Context: an optimization exercise on an open-source flow, tuned for small area, a short achievable clock period and few clock cycles per item. The choices shown serve that exercise and are no tape-out recipe.
Function was checked by simulation only, so behaviour that the tests miss may differ from the original.
No activity file was given, so power comes from the tool's default toggle rates.

==> flow/design.v <==
`default_nettype none
package ptns_pkg;
    localparam int TUNE_DEPTH_DEFAULT = 64;
    localparam int WORD_W     = 32;
    localparam int HALF_W     = 16;
    localparam int BYTE_W     = 8;
    localparam int CMD_W      = 2;
    localparam int VOLUME_W   = 2;
    localparam int ELAPSED_W  = 18;
    localparam int CFG_IDX_W  = 1;
    localparam int CFG_DATA_W = 16;
    localparam int DIV_STEPS  = 16;
    localparam int DIV_CNT_W  = $clog2(DIV_STEPS + 1);
    localparam logic [HALF_W-1:0]    TONE_CLOCK    = 16'd50000;
    localparam logic [HALF_W-1:0]    STOP_COMPARE  = 16'd5001;
    localparam logic [HALF_W-1:0]    STOP_PERIOD   = 16'd5000;
    localparam logic [HALF_W-1:0]    FIXED_COMPARE = 16'd5000;
    localparam logic [HALF_W-1:0]    PERIOD_RESET  = 16'd999;
    localparam logic [HALF_W-1:0]    COMPARE_RESET = 16'd500;
    localparam logic [ELAPSED_W-1:0] ELAPSED_MAX   = 18'h3FFFF;
    localparam logic [VOLUME_W-1:0]  VOLUME_RESET  = 2'd3;
    localparam logic [HALF_W-1:0]    PAUSE_RESET   = 16'd1;
    localparam logic [VOLUME_W-1:0] VOL_FIXED   = 2'd0;
    localparam logic [VOLUME_W-1:0] VOL_EIGHTH  = 2'd1;
    localparam logic [VOLUME_W-1:0] VOL_QUARTER = 2'd2;
    localparam logic [VOLUME_W-1:0] VOL_HALF    = 2'd3;
    localparam logic [CFG_IDX_W-1:0] CFG_VOLUME = 1'd0;
    localparam logic [CFG_IDX_W-1:0] CFG_PAUSE  = 1'd1;
    typedef enum logic [CMD_W-1:0] {
        CMD_LOAD = 2'd0,
        CMD_PLAY = 2'd1,
        CMD_TICK = 2'd2
    } cmd_code_t;
    typedef struct packed {
        logic [CMD_W-1:0]  command;
        logic [BYTE_W-1:0] word_address;
        logic [WORD_W-1:0] note_word;
        logic [BYTE_W-1:0] tune_start;
        logic [BYTE_W-1:0] request_priority;
    } in_item_t;
    typedef struct packed {
        logic              timer_enable;
        logic [HALF_W-1:0] period;
        logic [HALF_W-1:0] compare;
        logic              counter_restart;
        logic              pin_forced_low;
        logic              note_active;
        logic [BYTE_W-1:0] current_priority;
        logic [BYTE_W-1:0] note_index;
    } out_item_t;
    typedef struct packed {
        logic latch_in;
        logic play_take;
        logic tick_count;
        logic stop;
        logic addr_fetch;
        logic addr_load;
        logic reduce_step;
        logic mem_write;
        logic mem_read;
        logic apply_note;
        logic div_start;
        logic div_step;
        logic div_finish;
        logic out_load;
    } ctl_cmd_t;
    typedef struct packed {
        cmd_code_t command;
        logic      prio_ok;
        logic      expire;
        logic      addr_over;
        logic      tone_normal;
        logic      div_done;
        logic      out_busy;
    } ctl_status_t;
endpackage
`default_nettype wire
`default_nettype none
module ptns_ram #(
    parameter int WIDTH = 32,
    parameter int DEPTH = 64
) (
    input  wire logic              clk,
    input  wire logic [DEPTH/8-1:0] wg,    
    input  wire logic [DEPTH-1:0]  sel,
    input  wire logic [WIDTH-1:0]  wdata,
    output logic      [WIDTH-1:0]  rdata
);
    logic [WIDTH-1:0] mem [DEPTH];
    always_ff @(posedge clk)
    begin
        for (int i = 0; i < DEPTH; i++)
        begin
            if (wg[i / 8] && sel[i])
            begin
                mem[i] <= wdata;
            end
        end
    end
    always_comb
    begin
        rdata = '0;
        for (int i = 0; i < DEPTH; i++)
        begin
            rdata = rdata | (mem[i] & {WIDTH{sel[i]}});
        end
    end
endmodule
`default_nettype wire
`default_nettype none
module ptns_div (
    input  wire logic        clk,
    input  wire logic        rst_n,
    input  wire logic        start,
    input  wire logic [15:0] tone,
    output logic             hit,      
    output logic             done,
    output logic             last,     
    output logic [15:0]      quo,
    output logic [15:0]      quo_next  
);
    localparam logic [15:0] N = 16'd50000;
    logic        have_q;
    logic [15:0] d1_q;
    logic [17:0] d3_q;
    logic [15:0] rem_q;
    logic [15:0] quo_q;
    logic [3:0]  cnt_q;
    logic [2:0]  skip;
    always_comb
    begin
        skip = 3'd0;
        for (int i = 1; i < 8; i++)
        begin
            if ((tone >> (2 * i)) != 16'd0) skip = 3'(i);
        end
    end
    logic [15:0] rem0;
    logic [15:0] quo0;
    always_comb
    begin
        case (skip)
            3'd0:    begin rem0 = 16'd0;            quo0 = N;        end
            3'd1:    begin rem0 = 16'(N >> 14);     quo0 = N << 2;   end
            3'd2:    begin rem0 = 16'(N >> 12);     quo0 = N << 4;   end
            3'd3:    begin rem0 = 16'(N >> 10);     quo0 = N << 6;   end
            3'd4:    begin rem0 = 16'(N >> 8);      quo0 = N << 8;   end
            3'd5:    begin rem0 = 16'(N >> 6);      quo0 = N << 10;  end
            3'd6:    begin rem0 = 16'(N >> 4);      quo0 = N << 12;  end
            default: begin rem0 = 16'(N >> 2);      quo0 = N << 14;  end
        endcase
    end
    logic [17:0] x;
    logic [18:0] s1, s2, s3;
    assign x  = {rem_q, quo_q[15:14]};
    assign s1 = {1'b0, x} - {3'b0, d1_q};
    assign s2 = {1'b0, x} - {2'b0, d1_q, 1'b0};
    assign s3 = {1'b0, x} - {1'b0, d3_q};
    logic [15:0] rem_n;
    logic [1:0]  dig;
    always_comb
    begin
        if (!s3[18])
        begin
            rem_n = s3[15:0];
            dig   = 2'd3;
        end
        else if (!s2[18])
        begin
            rem_n = s2[15:0];
            dig   = 2'd2;
        end
        else if (!s1[18])
        begin
            rem_n = s1[15:0];
            dig   = 2'd1;
        end
        else
        begin
            rem_n = x[15:0];
            dig   = 2'd0;
        end
    end
    always_ff @(posedge clk)
    begin
        rem_q <= start ? rem0 : rem_n;
    end
    always_ff @(posedge clk)
    begin
        if (start)
        begin
            d1_q  <= tone;
            d3_q  <= {2'b0, tone} + {1'b0, tone, 1'b0};
            quo_q <= quo0;
        end
        else if (cnt_q != '0)
        begin
            quo_q <= {quo_q[13:0], dig};
        end
    end
    always_ff @(posedge clk or negedge rst_n)
    begin
        if (!rst_n)
        begin
            have_q <= 1'b0;
            cnt_q  <= '0;
        end
        else if (start)
        begin
            have_q <= 1'b1;
            cnt_q  <= 4'd8 - {1'b0, skip};
        end
        else if (cnt_q != '0)
        begin
            cnt_q <= cnt_q - 1'b1;
        end
    end
    assign hit  = have_q && (tone == d1_q);
    assign done     = (cnt_q == '0);
    assign last     = (cnt_q == 4'd1);
    assign quo      = quo_q;
    assign quo_next = {quo_q[13:0], dig};
endmodule
`default_nettype wire
`default_nettype none
module priority_tune_note_sequencer_unit #(
    parameter int TUNE_DEPTH = ptns_pkg::TUNE_DEPTH_DEFAULT
) (
    input  wire logic        clk,
    input  wire logic        rst_n,
    input  wire logic        req_valid,
    output logic             req_ready,
    input  wire logic [1:0]  req_command,
    input  wire logic [7:0]  req_word_address,
    input  wire logic [31:0] req_note_word,
    input  wire logic [7:0]  req_tune_start,
    input  wire logic [7:0]  req_request_priority,
    output logic             rsp_valid,
    input  wire logic        rsp_ready,
    output logic             rsp_timer_enable,
    output logic [15:0]      rsp_period,
    output logic [15:0]      rsp_compare,
    output logic             rsp_counter_restart,
    output logic             rsp_pin_forced_low,
    output logic             rsp_note_active,
    output logic [7:0]       rsp_current_priority,
    output logic [7:0]       rsp_note_index,
    input  wire logic        cfg_valid,
    output logic             cfg_ready,
    input  wire logic        cfg_index,
    input  wire logic [15:0] cfg_data
);
    localparam int DLY = 5;
    localparam logic [1:0] C_LOAD = 2'd0;
    localparam logic [1:0] C_PLAY = 2'd1;
    localparam logic [1:0] C_TICK = 2'd2;
    localparam logic [1:0] A_NONE   = 2'd0;    
    localparam logic [1:0] A_HALT   = 2'd1;    
    localparam logic [1:0] A_PAUSE  = 2'd2;    
    localparam logic [1:0] A_NORMAL = 2'd3;    
    localparam int RW = 12;
    logic [1:0]  volume_q;
    logic [15:0] pause_q;
    always_ff @(posedge clk or negedge rst_n)
    begin
        if (!rst_n)
        begin
            volume_q <= 2'd3;
            pause_q  <= 16'd1;
        end
        else if (cfg_valid)
        begin
            if (cfg_index) pause_q  <= cfg_data;
            else           volume_q <= cfg_data[1:0];
        end
    end
    assign cfg_ready = 1'b1;
    logic fs;        
    logic bs;        
    logic        rdy_q;      
    logic        sk_v;
    logic [1:0]  sk_cmd;
    logic [5:0]  sk_a;
    logic [31:0] sk_d;
    logic        r1_v;
    logic [1:0]  r1_cmd;
    logic [5:0]  r1_a;       
    logic [63:0] r1_sel;     
    logic [7:0]  r1_wg;      
    logic [31:0] r1_d;
    logic        acc;
    logic [5:0]  in_a;
    logic [31:0] in_d;
    logic [1:0]  nx_cmd;
    logic [5:0]  nx_a;
    logic [5:0]  naddr_q;    
    assign sk_v      = !rdy_q;
    assign req_ready = rdy_q;
    assign acc       = req_valid && rdy_q;
    assign in_a      = (req_command == C_PLAY) ? req_tune_start[5:0] : req_word_address[5:0];
    assign in_d      = {req_note_word[31:8],
                        (req_command == C_LOAD) ? req_note_word[7:0] : req_request_priority};
    assign nx_cmd    = sk_v ? sk_cmd : req_command;
    assign nx_a      = nx_cmd[1] ? naddr_q : (sk_v ? sk_a : in_a);
    always_ff @(posedge clk or negedge rst_n)
    begin
        if (!rst_n)
        begin
            rdy_q <= 1'b1;
            r1_v  <= 1'b0;
        end
        else if (!fs)
        begin
            rdy_q <= 1'b1;
            r1_v  <= sk_v || acc;
        end
        else if (acc)
        begin
            rdy_q <= 1'b0;
        end
    end
    always_ff @(posedge clk)
    begin
        if (!sk_v)
        begin
            sk_cmd <= req_command;
            sk_a   <= in_a;
            sk_d   <= in_d;
        end
        if (!fs)
        begin
            r1_cmd <= nx_cmd;
            r1_a   <= nx_a;
            r1_sel <= 64'd1 << nx_a;
            r1_wg  <= ((sk_v || acc) && (nx_cmd == C_LOAD)) ? (8'd1 << nx_a[5:3]) : 8'd0;
            r1_d   <= sk_v ? sk_d : in_d;
        end
    end
    logic [31:0] rd_data;
    ptns_ram #(
        .WIDTH (32),
        .DEPTH (TUNE_DEPTH)
    ) u_tune_ram (
        .clk   (clk),
        .wg    (r1_wg),
        .sel   (r1_sel),
        .wdata (r1_d),
        .rdata (rd_data)
    );
    logic        r2_v;
    logic [1:0]  r2_cmd;
    logic [5:0]  r2_ts;
    logic [7:0]  r2_prio;
    logic [31:0] r2_w;
    always_ff @(posedge clk or negedge rst_n)
    begin
        if (!rst_n)
        begin
            r2_v <= 1'b0;
        end
        else if (!fs)
        begin
            r2_v <= r1_v;
        end
    end
    always_ff @(posedge clk)
    begin
        if (!fs)
        begin
            r2_cmd  <= r1_cmd;
            r2_ts   <= r1_a;
            r2_prio <= r1_d[7:0];
            r2_w    <= rd_data;
        end
    end
    logic [7:0]  prio_q;
    logic        active_q;   
    logic [16:0] left_q;     
    logic        end_q;      
    logic [15:0] tone;
    logic [15:0] wlen;
    logic        is_play;
    logic        is_tick;
    logic        note;
    logic        tone_zero;
    logic        tone_pause;
    logic        normal;
    logic        fire;
    logic        need_div;   
    logic        div_hit;
    logic        hz;
    assign tone       = r2_w[31:16];
    assign wlen       = r2_w[15:0];
    assign is_play    = (r2_cmd == C_PLAY);
    assign is_tick    = (r2_cmd == C_TICK);
    assign note       = (is_play && (r2_prio >= prio_q)) || (is_tick && end_q);
    assign tone_zero  = (tone == '0);
    assign tone_pause = (tone == pause_q);
    assign normal     = note && !tone_zero && !tone_pause;
    assign hz         = r2_v && normal && !div_hit && need_div;
    assign fs         = bs || hz;
    assign fire       = r2_v && !fs;
    logic [RW-1:0] rec;
    logic [1:0]    rec_action;
    logic          rec_active;
    logic [7:0]    rec_prio;
    always_comb
    begin
        rec_action = A_NONE;
        rec_active = active_q;
        rec_prio   = prio_q;
        if (note)
        begin
            rec_prio   = (wlen == '0) ? 8'd0 : (is_play ? r2_prio : prio_q);
            rec_active = !tone_zero && (wlen != '0);
            if (tone_zero || (is_tick && tone_pause))
            begin
                rec_action = A_HALT;
            end
            else if (tone_pause)
            begin
                rec_action = A_PAUSE;
            end
            else
            begin
                rec_action = A_NORMAL;
            end
        end
    end
    assign rec = {rec_action, is_tick, rec_active, rec_prio};
    always_ff @(posedge clk or negedge rst_n)
    begin
        if (!rst_n)
        begin
            prio_q   <= '0;
            active_q <= 1'b0;
            end_q    <= 1'b0;
        end
        else if (fire)
        begin
            prio_q   <= rec_prio;
            active_q <= rec_active;
            if (note)
            begin
                end_q <= 1'b0;
            end
            else if (is_tick && active_q)
            begin
                end_q <= (left_q == 17'd1);
            end
        end
    end
    always_ff @(posedge clk or negedge rst_n)
    begin
        if (!rst_n)
        begin
            naddr_q <= '0;
        end
        else if (fire && note)
        begin
            naddr_q <= (is_play ? r2_ts : naddr_q) + 6'd1;
        end
    end
    always_ff @(posedge clk)
    begin
        if (fire)
        begin
            if (note)
            begin
                left_q  <= {wlen, 1'b0};
            end
            else if (is_tick)
            begin
                left_q  <= left_q - 17'd1;
            end
        end
    end
    logic        div_done;
    logic        div_last;
    logic [15:0] div_q;
    logic [15:0] div_q_next;
    logic        div_start;
    logic        qh_v;       
    logic [15:0] qh_q;
    logic        o_take_normal;
    logic [DLY-1:0] d_v;
    logic [DLY-1:0] d_normal;
    logic        nrec_any;   
    logic        nrec_two;   
    always_comb
    begin
        nrec_any = 1'b0;
        nrec_two = 1'b0;
        for (int i = 0; i < DLY; i++)
        begin
            nrec_two = nrec_two || (nrec_any && d_normal[i]);
            nrec_any = nrec_any || d_normal[i];
        end
    end
    assign need_div  = nrec_two || (nrec_any && !qh_v);
    assign div_start = r2_v && !div_hit && !need_div
                    && (normal || (r2_cmd[1] && !note && !tone_zero && !tone_pause));
    ptns_div u_div (
        .clk   (clk),
        .rst_n (rst_n),
        .start (div_start),
        .tone  (tone),
        .hit   (div_hit),
        .done     (div_done),
        .last     (div_last),
        .quo      (div_q),
        .quo_next (div_q_next)
    );
    always_ff @(posedge clk or negedge rst_n)
    begin
        if (!rst_n)
        begin
            qh_v <= 1'b0;
        end
        else if (o_take_normal)
        begin
            qh_v <= 1'b0;
        end
        else if (!qh_v && nrec_any && (div_done || div_last))
        begin
            qh_v <= 1'b1;
        end
    end
    always_ff @(posedge clk)
    begin
        if (!qh_v)
        begin
            qh_q <= div_done ? div_q : div_q_next;
        end
    end
    logic [DLY*RW-1:0] d_rec;
    always_ff @(posedge clk or negedge rst_n)
    begin
        if (!rst_n)
        begin
            d_v      <= '0;
            d_normal <= '0;
        end
        else if (!bs)
        begin
            d_v      <= {d_v[DLY-2:0], fire};
            d_normal <= {d_normal[DLY-2:0], fire && normal};
        end
    end
    always_ff @(posedge clk)
    begin
        if (!bs)
        begin
            d_rec <= {d_rec[(DLY-1)*RW-1:0], rec};
        end
    end
    logic [RW-1:0] head;
    logic [1:0]    head_action;
    logic          head_v;
    logic          o_v;
    logic          o_running;
    logic          o_restart;
    logic          o_stop;
    logic          o_active;
    logic [7:0]    o_prio;
    logic [7:0]    o_index;
    logic [15:0]   o_period;
    logic [15:0]   o_compare;
    logic          o_load;
    assign head          = d_rec[DLY*RW-1 -: RW];
    assign head_action   = head[11:10];
    assign head_v        = d_v[DLY-1];
    assign bs            = (o_v && !rsp_ready) || (d_normal[DLY-1] && !qh_v);
    assign o_load        = !bs && head_v;
    assign o_take_normal = !bs && d_normal[DLY-1];
    always_ff @(posedge clk or negedge rst_n)
    begin
        if (!rst_n)
        begin
            o_v       <= 1'b0;
            o_running <= 1'b0;
            o_index   <= '0;
            o_period  <= 16'd999;
            o_compare <= 16'd500;
        end
        else
        begin
            o_v <= bs ? (o_v && !rsp_ready) : head_v;
            if (o_load)
            begin
                if (head_action != A_NONE)
                begin
                    o_index <= head[9] ? o_index + 8'd1 : 8'd1;
                end
                case (head_action)
                    A_HALT:
                    begin
                        o_running <= 1'b0;
                        o_period  <= 16'd5000;
                        o_compare <= 16'd5001;
                    end
                    A_PAUSE:
                    begin
                        o_running <= 1'b0;
                        o_compare <= 16'd5001;
                    end
                    A_NORMAL:
                    begin
                        o_running <= 1'b1;
                        o_period  <= qh_q;
                        case (volume_q)
                            2'd0:    o_compare <= 16'd5000;
                            2'd1:    o_compare <= qh_q >> 3;
                            2'd2:    o_compare <= qh_q >> 2;
                            default: o_compare <= qh_q >> 1;
                        endcase
                    end
                    default: ;
                endcase
            end
        end
    end
    always_ff @(posedge clk)
    begin
        if (o_load)
        begin
            o_restart <= (head_action == A_HALT) || (head_action == A_NORMAL);
            o_stop    <= (head_action == A_HALT) || ((head_action == A_NORMAL) && head[9]);
            o_active  <= head[8];
            o_prio    <= head[7:0];
        end
    end
    assign rsp_valid            = o_v;
    assign rsp_timer_enable     = o_running;
    assign rsp_period           = o_period;
    assign rsp_compare          = o_compare;
    assign rsp_counter_restart  = o_restart;
    assign rsp_pin_forced_low   = o_stop;
    assign rsp_note_active      = o_active;
    assign rsp_current_priority = o_prio;
    assign rsp_note_index       = o_index;
endmodule
`default_nettype wire
==> flow/run.sh <==
#!/bin/bash
# synth_recipe.tcl (not shown) runs the flow's synth.tcl, then flattens the netlist and writes it again
# the make line also repeats each setting of config.mk as NAME=value (left out here)
make -C /OpenROAD-flow-scripts/flow DESIGN_CONFIG=/design/flow/config.mk WORK_HOME=/design/flow/orfs CLKGATE_MAP_FILE= SYNTH_SCRIPT=/design/flow/synth_recipe.tcl finish
==> flow/config.mk <==
export PLATFORM = sky130hd
export DESIGN_NAME = priority_tune_note_sequencer_unit
export DESIGN_NICKNAME = priority_tune_note_sequencer_unit
export VERILOG_FILES = /design/flow/design.v
export SDC_FILE = /design/flow/constraint.sdc
export NUM_CORES = 4
export LEC_CHECK = 0
export ABC_AREA = 1
export CAP_MARGIN = 20
export CORE_MARGIN = 2
export CORE_UTILIZATION = 40
export CTS_CLUSTER_DIAMETER = 80
export CTS_CLUSTER_SIZE = 24
export SETUP_SLACK_MARGIN = 3.5
export SLEW_MARGIN = 20
==> flow/constraint.sdc <==
create_clock -name core_clock -period 6.0 [get_ports {clk}]
set_input_delay 1.2000 -clock core_clock [delete_from_list [all_inputs] [get_ports {clk}]]
set_output_delay 1.2000 -clock core_clock [all_outputs]
set_load 0.01 [all_outputs]
==> results.sh, run 1 <==
export IMPL_dr_pass1_iters=6
export IMPL_worst_pin_slew_ns=1.107
export IMPL_dp_cells=10560
export IMPL_met1_length_um=128400
export IMPL_gp_congestion=0.9172
export IMPL_dr_wl_met2_um=160800
export IMPL_crit_chain="buf_4, nand2_1, nand4_1, nor3b_4, nand4_1, nor4_4, nand3_4"
export IMPL_cp_max_fo=3
export IMPL_hold_buffers=0
export IMPL_finalClockSkew_ns=0.07985
export IMPL_numPortBuffers=128
export IMPL_worstSetupEndpointType="flop"
export IMPL_area_delta_synth_final_pct=17.36
export IMPL_fillers=20820
export IMPL_syn_avg_cell_area_um2=13.24
export IMPL_cp_start_kind="flop"
export IMPL_drtIter0Drc=11520
export IMPL_rsz0062_at_grt="yes"
export IMPL_yosysWarnings=4
export IMPL_worst_r2r_path_depth=7
export IMPL_grt_start_max_net_pins=73
export IMPL_path_depth=7
export IMPL_period_needed_ns=2.839
export IMPL_dp_hpwl_um=199300
export IMPL_ys_flop_type="edfxtp_1"
export IMPL_cts_tree="done"
export IMPL_cts_buffers=119
export IMPL_path_common_cell="nand4_1"
export IMPL_synth_edf_count=2361
export IMPL_crit_type="reg -> reg"
export IMPL_fmaxAchievable_mhz=352.3
export IMPL_top_layer="met5"
export IMPL_dpl_cell_area_um2=103000
export IMPL_yosysSeqAreaShare=0.7677
export IMPL_outcome="timing/DRC/antenna clean"
export IMPL_leakage_nw=40.01
export IMPL_wl_per_cell_um=32.98
export IMPL_grt_first_pass_wirelength_um=483000
export IMPL_max_slew_margin=0.2619
export IMPL_layout_setup_ws_ns=3.161
export IMPL_stdcell_area_um2=113700
export IMPL_routed_wl_um=367400
export IMPL_cpMaxStageDelayCell="nand4_1"
export IMPL_cap_violations=0
export IMPL_cpPeakStageDelay_ns=0.59
export IMPL_async_flop_share=0.03744
export IMPL_pre_cts_slack_ns=1.189
export IMPL_required_ns=6.45
export IMPL_wl_met3_um=53820
export IMPL_slew_violations=0
export IMPL_arrival_ns=3.29
export IMPL_critPathTopFamily="simple AND/OR/NAND/NOR gates"
export IMPL_hold_viol=0
export IMPL_vias_per_cell=5.992
export IMPL_cts_num_sinks=2511
export IMPL_root_buffer="clkbuf_16"
export IMPL_antenna_found_initial=18
export IMPL_rows=180
export IMPL_tns_ns=0
export IMPL_ys_ff_latch=2511
export IMPL_grt_pass1_vias=60760
export IMPL_hp_class="in -> async"
export IMPL_num_io_pins=135
export IMPL_core_area_um2=240800
export IMPL_drc=0
export IMPL_ant_nets=0
export IMPL_grt_total_usage=0.2860
export IMPL_path_clk_slew_ns=0.11
export IMPL_drive_gt1_frac=0.1603
export IMPL_htreeDepth=3
export IMPL_worstSkewPairLatency_ns=0.86
export IMPL_final_common_cell="nand2_1"
export IMPL_ir_drop_v=0.0003663
export IMPL_syn_nets=7495
export IMPL_syn_inst=7317
export IMPL_syn_area_um2=96900
export IMPL_fp_dieW_um=496.2
export IMPL_crit_buf_inv=1
export IMPL_power_per_cell_area_nw_per_um2=507.9
export IMPL_vias=66750
export IMPL_instances_no_fill=11140
export IMPL_clk_path_buf_depth=3
export IMPL_grt_ovfl_total=0
export IMPL_nets=8075
export IMPL_die_h_um=496.2
export IMPL_start_util=0.4025
export IMPL_final_cell_mix="nand2_1, edfxtp_1, nand4_1"
export IMPL_setup_violations=0
export IMPL_dieArea_um2=246200
export IMPL_ys_types=61
export IMPL_whs_ns=0.3991
export IMPL_fin_crit_sh=0.4731
==> timing repair <==
action | CTS | global route
buffers inserted | 199 | 137
pin swaps | 63 | 141
resized for setup | 625 | 360
cloned | 29 | 32
setup endpoints to repair | 787 | 417
hold endpoints to repair | 0 | 0
==> worst paths after layout <==
| kind | from | endpoint | slack, ns |
|---|---|---|---|
| worst max-delay path | r1_sel[56] | r2_w[17] | 3.16 |
| worst min-delay path | rst_n | o_index[5] | 0.40 |
| worst max register to register | r1_sel[56] | r2_w[17] | 3.16 |
| worst min register to register | d_rec[6] | d_rec[18] | 0.42 |
| max in group asynchronous | rst_n | pause_q[10] | 4.44 |
| min in group core_clock | d_rec[6] | d_rec[18] | 0.42 |
==> worst reg2reg max path, delay by kind of cell (launching register included) <==
kind | cells | cell delay, ns
buffers and inverters | 1 | 0.19
flip-flops | 1 | 0.41
AND/OR/NAND/NOR | 6 | 1.82
==> where the power goes <==
| part | leakage (nW) | internal, mW | switching (mW) | total [mW] |
|---|---|---|---|---|
| Clock | 1.67 | 3.83 | 5.50 | 9.33 |
| Sequential | 23.2 | 24.6 | 1.22 | 25.8 |
| Combinational | 15.1 | 6.56 | 16.0 | 22.6 |
==> Yosys cell counts (37+ instances only) <==
library cell / number / area [um2]
a21oi_1: 166 / 830.8
nor4_1: 92 / 575.6
dfxtp_1: 56 / 1121
ha_1: 94 / 1176
a22o_1: 95 / 832.1
nand4_1: 458 / 2865
nand2_1: 2444 / 9174
dfrtp_1: 76 / 1902
nand3_1: 165 / 825.8
xor2_1: 37 / 324.1
nor3_1: 109 / 545.5
clkbuf_1: 256 / 960.9
nor2_1: 182 / 683.2
o21ai_0: 157 / 785.8
inv_1: 312 / 1171
edfxtp_1: 2361 / 70900
==> stage by stage <==
step | util | power (mW)
floorplan | - | 34.10
global placement | 0.4277 | 42.69
detailed placement | 0.4280 | 43.05
CTS | 0.4590 | 54.73
global route | 0.4722 | 58.95
finish | 0.4723 | 57.76
==> state kept, by name, indices dropped and copies added (netlist names), 17 cells and up <==
name and cells:
r1_d 32, r2_w 32, d_rec 60, r1_sel 64, left_q 17, sk_d 32
u_div.d3_q 18, u_tune_ram.mem 2048
==> cell families after synthesis <==
kind of cell,count (synthesis),share of synthesized area
AO/OA/AOI/OAI,492,0.03111
buffers and inverters,637,0.02554
flip-flops,2511,0.7677
adder cells (fa/ha/maj),98,0.01296
AND/OR/NAND/NOR,3511,0.1565
multiplexers,5,0.0005810
other,2,0.00007750
XOR/XNOR,61,0.005513
==> per-layer routing <==
| layer | vias up | global-route usage |
|---|---|---|
| met3 | 1175 | 0.08737 |
| met2 | 5094 | 0.4336 |
| met1 | 33190 | 0.3683 |
| met4 | 14 | 0.1542 |
| li1 | 27280 | - |
| met5 | - | 0 |
==> area by class of cell <==
type                       instances  area (um2)  area share
antenna                           14       35.03   0.0003081
clock inverter                    20       262.8    0.002311
multi-input combinational       4176       22060      0.1940
clock buffer                     146        3166     0.02784
timing repair inverter             3       38.79   0.0003411
tap                             3185        3985     0.03504
sequential                      2511       74410      0.6543
inverter                         329        1388     0.01220
timing repair buffer             757        8372     0.07362
Testbench counts, summed over its fixed seeds: cycles 6,297, items 6,112.
==> inputs of run 2 (changes only) <==
--- a/flow/config.mk
+++ b/flow/config.mk
@@ -9,7 +9,7 @@
 export CAP_MARGIN = 20
 export CORE_MARGIN = 2
 export CORE_UTILIZATION = 40
-export CTS_CLUSTER_DIAMETER = 80
-export CTS_CLUSTER_SIZE = 24
+export CTS_CLUSTER_DIAMETER = 85
+export CTS_CLUSTER_SIZE = 26
 export SETUP_SLACK_MARGIN = 3.5
 export SLEW_MARGIN = 20
==> results.sh, run 2 <==
export IMPL_outcome="timing/DRC/antenna clean"
export IMPL_worst_pin_slew_ns=1.095
export IMPL_reg2reg_slack_ns=3.16
export IMPL_post_synth_top_count_cell="nand2_1"
export IMPL_die_h_um=496.2
export IMPL_vias=66660
export IMPL_p_total_mw=57.43
export IMPL_arrival_ns=3.31
export IMPL_synth_top_cells_by_count="nand2_1, edfxtp_1, nand4_1"
export IMPL_hold_viol=0
export IMPL_fmaxAchievable_mhz=352.3
export IMPL_instances_no_fill=11110
export IMPL_whs_ns=0.4165
export IMPL_dp_cells=10560
export IMPL_worstSkewPairLatency_ns=0.84
export IMPL_ys_flop_type="edfxtp_1"
export IMPL_clk_path_buf_depth=3
export IMPL_numPortBuffers=128
export IMPL_ys_types=61
export IMPL_drc=0
export IMPL_tns_ns=0
export IMPL_grt_ovfl_total=0
export IMPL_nets=8042
export IMPL_cap_violations=0
export IMPL_ys_ff_latch=2511
export IMPL_core_area_um2=240800
export IMPL_cpPeakStageDelay_ns=0.81
export IMPL_area_delta_synth_final_pct=17.14
export IMPL_dieArea_um2=246200
export IMPL_leakage_nw=39.87
export IMPL_synth_area_leaders="edfxtp_1, nand2_1, nand4_1, dfrtp_1, ha_1"
export IMPL_synth_edf_count=2361
export IMPL_worstSetupEndpointType="flop"
export IMPL_syn_area_um2=96900
export IMPL_finalClockSkew_ns=0.07737
export IMPL_fillers=20780
export IMPL_critPathTopFamily="simple AND/OR/NAND/NOR gates"
export IMPL_routed_wl_um=367300
export IMPL_cpMaxStageDelayCell="nor4_4"
export IMPL_cts_buffers=112
export IMPL_start_util=0.4025
export IMPL_grt_start_max_net_pins=73
export IMPL_gp_congestion=0.9172
export IMPL_fp_dieW_um=496.2
export IMPL_num_io_pins=135
export IMPL_rsz0062_at_grt="yes"
export IMPL_regMostFlops="u_tune_ram.mem"
export IMPL_root_buffer="clkbuf_16"
export IMPL_grt_total_usage=0.2884
export IMPL_layout_area_seq_um2=74410
export IMPL_final_cell_mix="nand2_1, edfxtp_1, nand4_1"
export IMPL_cts_num_sinks=2511
export IMPL_required_ns=6.47
export IMPL_crit_type="reg -> reg"
export IMPL_largest_register_ffs=2048
export IMPL_crit_buf_inv=1
export IMPL_yosysWarnings=4
export IMPL_ir_drop_v=0.0003645
export IMPL_yosysSeqAreaShare=0.7677
export IMPL_final_common_cell="nand2_1"
export IMPL_syn_avg_cell_area_um2=13.24
export IMPL_dr_pass1_iters=8
export IMPL_dp_hpwl_um=199300
export IMPL_power_per_cell_area_nw_per_um2=506.0
export IMPL_syn_inst=7317
export IMPL_async_flop_share=0.03744
export IMPL_period_needed_ns=2.838
export IMPL_grt_pass1_vias=60770
export IMPL_cts_tree="done"
export IMPL_vias_per_cell=6.001
export IMPL_fin_crit_sh=0.4730
export IMPL_grt_first_pass_wirelength_um=486900
export IMPL_pre_cts_slack_ns=1.189
export IMPL_setup_violations=0
export IMPL_htreeDepth=3
export IMPL_multi_input_area_um2=22080
export IMPL_antenna_found_initial=15
export IMPL_yosysTopAreaCell="edfxtp_1"
export IMPL_hp_class="in -> async"
export IMPL_synth_top_cell_area_share=0.7317
export IMPL_path_clk_slew_ns=0.11
export IMPL_crit_chain="buf_4, a22o_1, a21oi_1, nand3_1, nor4_4, nand3_4"
export IMPL_cp_max_fo=19
export IMPL_wl_per_cell_um=33.07
export IMPL_cp_start_kind="flop"
export IMPL_top_regs="u_tune_ram.mem x2048, r1_sel x64, d_rec x60"
export IMPL_rows=180
export IMPL_slew_violations=0
export IMPL_drive_gt1_frac=0.1570
export IMPL_max_slew_margin=0.2700
export IMPL_syn_nets=7495
export IMPL_ant_nets=0
export IMPL_drtIter0Drc=11580
export IMPL_layout_setup_ws_ns=3.162
## run 2: logic make-up (layout without fill, tap and decap cells)
logic type | count (synthesis) | in the layout | share of synthesized area
flops | 2511 | 2511 | 0.7677
compound gates | 492 | 492 | 0.03111
buf+inv | 637 | 1220 | 0.02554
other cells | 2 | 18 | 0.00007750
mux | 5 | 5 | 0.0005810
simple gates | 3511 | 3517 | 0.1565
xor+xnor | 61 | 61 | 0.005513
fa+ha+maj | 98 | 98 | 0.01296
## run 2: metrics by stage
stage	instance area, um2	utilization
final	113500	0.4715
after global routing	113500	0.4713
after CTS	111000	0.4610
after detailed placement	103000	0.4280
after global placement	103000	0.4277
after floorplan	96980	-
## run 2: area by class of cell
class / count / share of cell area
tap: 3185 / 0.03511
timing repair inverter: 2 / 0.0003197
clock buffer: 138 / 0.02618
antenna: 16 / 0.0003527
sequential: 2511 / 0.6555
inverter: 329 / 0.01236
multi-input combinational: 4175 / 0.1945
timing repair buffer: 733 / 0.07359
clock inverter: 18 / 0.002072
## run 2: power breakdown
part / internal, mW / switching, mW
clock: 3.58 / 5.49
combinational: 6.56 / 16.0
sequential: 24.6 / 1.21
total: 34.7 / 22.7
## run 2: metal layers
metal / share of wire / track usage / vias up
met4: 0.065 / 0.1519 / 8
met2: 0.44 / 0.4387 / 5036
met5: 0.00061 / 0 / -
met1: 0.35 / 0.3694 / 33300
li1: - / - / 27240
met3: 0.15 / 0.09101 / 1075
## run 2: what timing repair did
| item | in CTS | in global routing |
|---|---|---|
| endpoints found under the hold margin | 0 | 0 |
| pin swaps | 81 | 130 |
| cloned | 44 | 16 |
| hold buffers | 0 | 0 |
| resized for setup | 663 | 315 |
| endpoints found under the setup margin | 776 | 473 |
| buffers inserted | 211 | 100 |
## run 2: final timing paths
kind / start / depth (start not counted) / end
worst max-delay path: r1_sel[55] / 6 / r2_w[17]
worst min-delay path: rst_n / 1 / o_period[14]
worst max register to register: r1_sel[55] / 6 / r2_w[17]
worst min register to register: d_rec[6] / 0 / d_rec[18]
max in group asynchronous: rst_n / 2 / pause_q[9]
min in group core_clock: d_rec[6] / 0 / d_rec[18]
==> inputs of run 3 (changes only) <==
--- a/flow/design.v
+++ b/flow/design.v
@@ -397,7 +397,7 @@
     assign tone_zero  = (tone == '0);
     assign tone_pause = (tone == pause_q);
     assign normal     = note && !tone_zero && !tone_pause;
-    assign hz         = r2_v && normal && !div_hit && need_div;
+    assign hz         = r2_v && note && need_div;
     assign fs         = bs || hz;
     assign fire       = r2_v && !fs;
     logic [RW-1:0] rec;
--- a/flow/config.mk
+++ b/flow/config.mk
@@ -9,7 +9,7 @@
 export CAP_MARGIN = 20
 export CORE_MARGIN = 2
 export CORE_UTILIZATION = 40
-export CTS_CLUSTER_DIAMETER = 85
-export CTS_CLUSTER_SIZE = 26
+export CTS_CLUSTER_DIAMETER = 80
+export CTS_CLUSTER_SIZE = 24
 export SETUP_SLACK_MARGIN = 3.5
 export SLEW_MARGIN = 20
==> results.sh, run 3 <==
export IMPL_outcome="timing/DRC/antenna clean"
export IMPL_fp_dieW_um=497.1
export IMPL_syn_nets=7595
export IMPL_cts_num_sinks=2511
export IMPL_syn_area_um2=97270
export IMPL_ys_flop_type="edfxtp_1"
export IMPL_syn_inst=7417
export IMPL_rows=181
export IMPL_critPathTopFamily="simple AND/OR/NAND/NOR gates"
export IMPL_die_h_um=497.1
export IMPL_setup_violations=0
export IMPL_drc=0
export IMPL_cts_tree="done"
export IMPL_syn_avg_cell_area_um2=13.11
export IMPL_worstSetupEndpointType="flop"
export IMPL_vias=69090
export IMPL_fin_crit_sh=0.4954
export IMPL_area_delta_synth_final_pct=16.57
export IMPL_cts_buffers=130
export IMPL_cap_violations=0
export IMPL_cp_max_fo=7
export IMPL_hp_class="in -> async"
export IMPL_max_slew_margin=0.1859
export IMPL_crit_type="reg -> reg"
export IMPL_drive_gt1_frac=0.1492
export IMPL_reg2reg_slack_ns=3.03
export IMPL_hold_buffers=0
export IMPL_async_flop_share=0.03744
export IMPL_ys_types=56
export IMPL_path_clk_slew_ns=0.10
export IMPL_ir_drop_v=0.0004229
export IMPL_cpPeakStageDelay_ns=0.79
export IMPL_num_io_pins=135
export IMPL_rsz0062_at_grt="yes"
export IMPL_start_util=0.4010
export IMPL_grt_pass1_vias=61200
export IMPL_numPortBuffers=128
export IMPL_period_needed_ns=2.973
export IMPL_ys_ff_latch=2511
export IMPL_routed_wl_um=391900
export IMPL_htreeDepth=4
export IMPL_regMostFlops="u_tune_ram.mem"
export IMPL_vias_per_cell=6.160
export IMPL_grt_ovfl_total=0
export IMPL_arrival_ns=3.24
export IMPL_root_buffer="clkbuf_16"
export IMPL_post_synth_top_count_cell="nand2_1"
export IMPL_crit_chain="buf_12, nand2_1, nand4_1, nor4_2, and3_1, nand4_1"
export IMPL_antenna_found_initial=36
export IMPL_grt_first_pass_wirelength_um=514500
export IMPL_synth_top_cell_area_share=0.7289
export IMPL_final_cell_mix="nand2_1, edfxtp_1, nand4_1"
export IMPL_gp_congestion=0.9284
export IMPL_nets=8116
export IMPL_clk_path_buf_depth=3
export IMPL_final_common_cell="nand2_1"
export IMPL_tns_ns=0
export IMPL_fmaxAchievable_mhz=336.4
export IMPL_core_area_um2=242500
export IMPL_final_core_util=0.4675
export IMPL_power_per_cell_area_nw_per_um2=526.6
export IMPL_ant_nets=0
export IMPL_dp_hpwl_um=209200
export IMPL_leakage_nw=39.74
export IMPL_path_common_cell="nand4_1"
export IMPL_wl_per_cell_um=34.94
export IMPL_dr_pass1_iters=8
export IMPL_synth_top_cells_by_count="nand2_1, edfxtp_1, nand4_1"
export IMPL_cp_start_kind="flop"
export IMPL_worstSkewPairLatency_ns=0.86
export IMPL_largest_register_ffs=2048
export IMPL_top_regs="u_tune_ram.mem x2048, r1_sel x64, d_rec x60"
export IMPL_dieArea_um2=247100
export IMPL_cpMaxStageDelayCell="nand4_1"
export IMPL_yosysSeqAreaShare=0.7648
export IMPL_crit_buf_inv=1
export IMPL_grt_total_usage=0.3040
export IMPL_worst_pin_slew_ns=1.221
export IMPL_hold_viol=0
export IMPL_yosysTopAreaCell="edfxtp_1"
export IMPL_required_ns=6.27
export IMPL_synth_edf_count=2361
export IMPL_slew_violations=0
export IMPL_synth_area_leaders="edfxtp_1, nand2_1, nand4_1, dfrtp_1, inv_1"
export IMPL_finalClockSkew_ns=0.05476
export IMPL_drtIter0Drc=13650
export IMPL_yosysWarnings=4
export IMPL_grt_start_max_net_pins=72
==> run 3: layer usage <==
layer  part of all wire  vias to the layer above  wire, um  GRT usage
li1                   -                    27430         -          -
met2               0.42                     6244    165500     0.4455
met1               0.35                    34220    136600     0.4028
met3               0.17                     1164     67140     0.1136
met5            0.00050                        -       195          0
met4              0.058                       28     22540     0.1348
==> run 3: kinds of logic (layout without fill, tap and decap cells) <==
| family | count (synthesis) | after routing | synth area share |
|---|---|---|---|
| and+or+nand+nor | 3649 | 3650 | 0.1615 |
| AOI/OAI and AO/OA | 435 | 435 | 0.02802 |
| muxes | 12 | 12 | 0.001389 |
| xor gates and xnor gates | 59 | 59 | 0.005313 |
| adders and majority gates | 98 | 98 | 0.01291 |
| buffers and inverters | 651 | 1227 | 0.02600 |
| DFF | 2511 | 2511 | 0.7648 |
| other | 2 | 22 | 0.00007721 |
==> run 3: area by class of cell <==
type | count | area, um2
timing repair buffer | 696 | 7671
fill | 21100 | 129200
timing repair inverter | 4 | 31.28
inverter | 339 | 1443
clock buffer | 156 | 3443
antenna | 20 | 50.05
clock inverter | 32 | 399.1
tap | 3202 | 4006
multi-input combinational | 4256 | 21940
sequential | 2511 | 74400
==> run 3: power breakdown <==
| group | internal (mW) | leakage, nW | switching, mW |
|---|---|---|---|
| Clock | 4.31 | 1.88 | 5.74 |
| Sequential | 24.6 | 23.2 | 1.18 |
| Combinational | 6.42 | 14.7 | 17.4 |
==> run 3: worst reg2reg max path: cells and delay by family, from the launching register on <==
family | cells | cell delay [ns]
and+or+nand+nor | 5 | 1.55
buffers and inverters | 1 | 0.24
DFF | 1 | 0.59
==> run 3: final timing paths <==
kind,from,endpoint,cells past startpoint
worst min register to register,d_rec[32],d_rec[44],0
max in group asynchronous,rst_n,naddr_q[2],2
worst min-delay path,rst_n,o_period[4],1
worst max register to register,r1_sel[54],r2_w[12],6
min in group core_clock,d_rec[32],d_rec[44],0
worst max-delay path,r1_sel[54],r2_w[12],6
==> run 3: repair_timing <==
item                                     CTS  global route
pin swaps                                 73           111
buffers inserted                         215            96
cloned                                    23            10
endpoints found under the setup margin  1194           552
gates resized for setup                  636           293
==> run 3: metrics by stage <==
step                total power, mW  hold slack, ns  instances  area, um2  worst slack [ns]
finish                        59.71          0.3464      11220     113400             3.027
CTS                           57.06          0.3290      11090     111200             3.186
floorplan                     34.75          0.4003       7417      97330             1.764
detailed placement            44.56          0.4045      10660     103300             1.836
global placement              44.30          0.4029      10660     103300             1.847
global route                  60.48          0.3678      11200     113300             3.166
Testbench counts of run 3, summed over its fixed seeds: cycles 6,300, items 6,112.

re-timing with driven ports:
No port has a modelled driver above. Below, the same layouts with a new extraction and two added sets of constraints. Step 1, drivers: a clkbuf_16 drives clk and a buf_2 each remaining input, both assumed. Step 2 times the ports against the registers' clock, not the clock port: input delays grow and output delays shrink by t, the midpoint of the rising clock arrivals with the driver on. Slacks: ideal ports / drivers / drivers and shift; pairs: ideal ports / drivers.
run	t, ns	setup WS [ns]	worst register clock-pin slew, ns
run 1	0.918	3.161 / 3.124 / 2.518	0.11 / 0.11
run 2	0.895	3.162 / 3.137 / 2.538	0.11 / 0.11
run 3	0.914	3.027 / 3.027 / 2.631	0.11 / 0.11
After both steps every run listed still meets setup and hold. For run 1, which loses most, drivers alone change the setup slack by -0.037 ns; drivers and shift together by -0.643 ns.
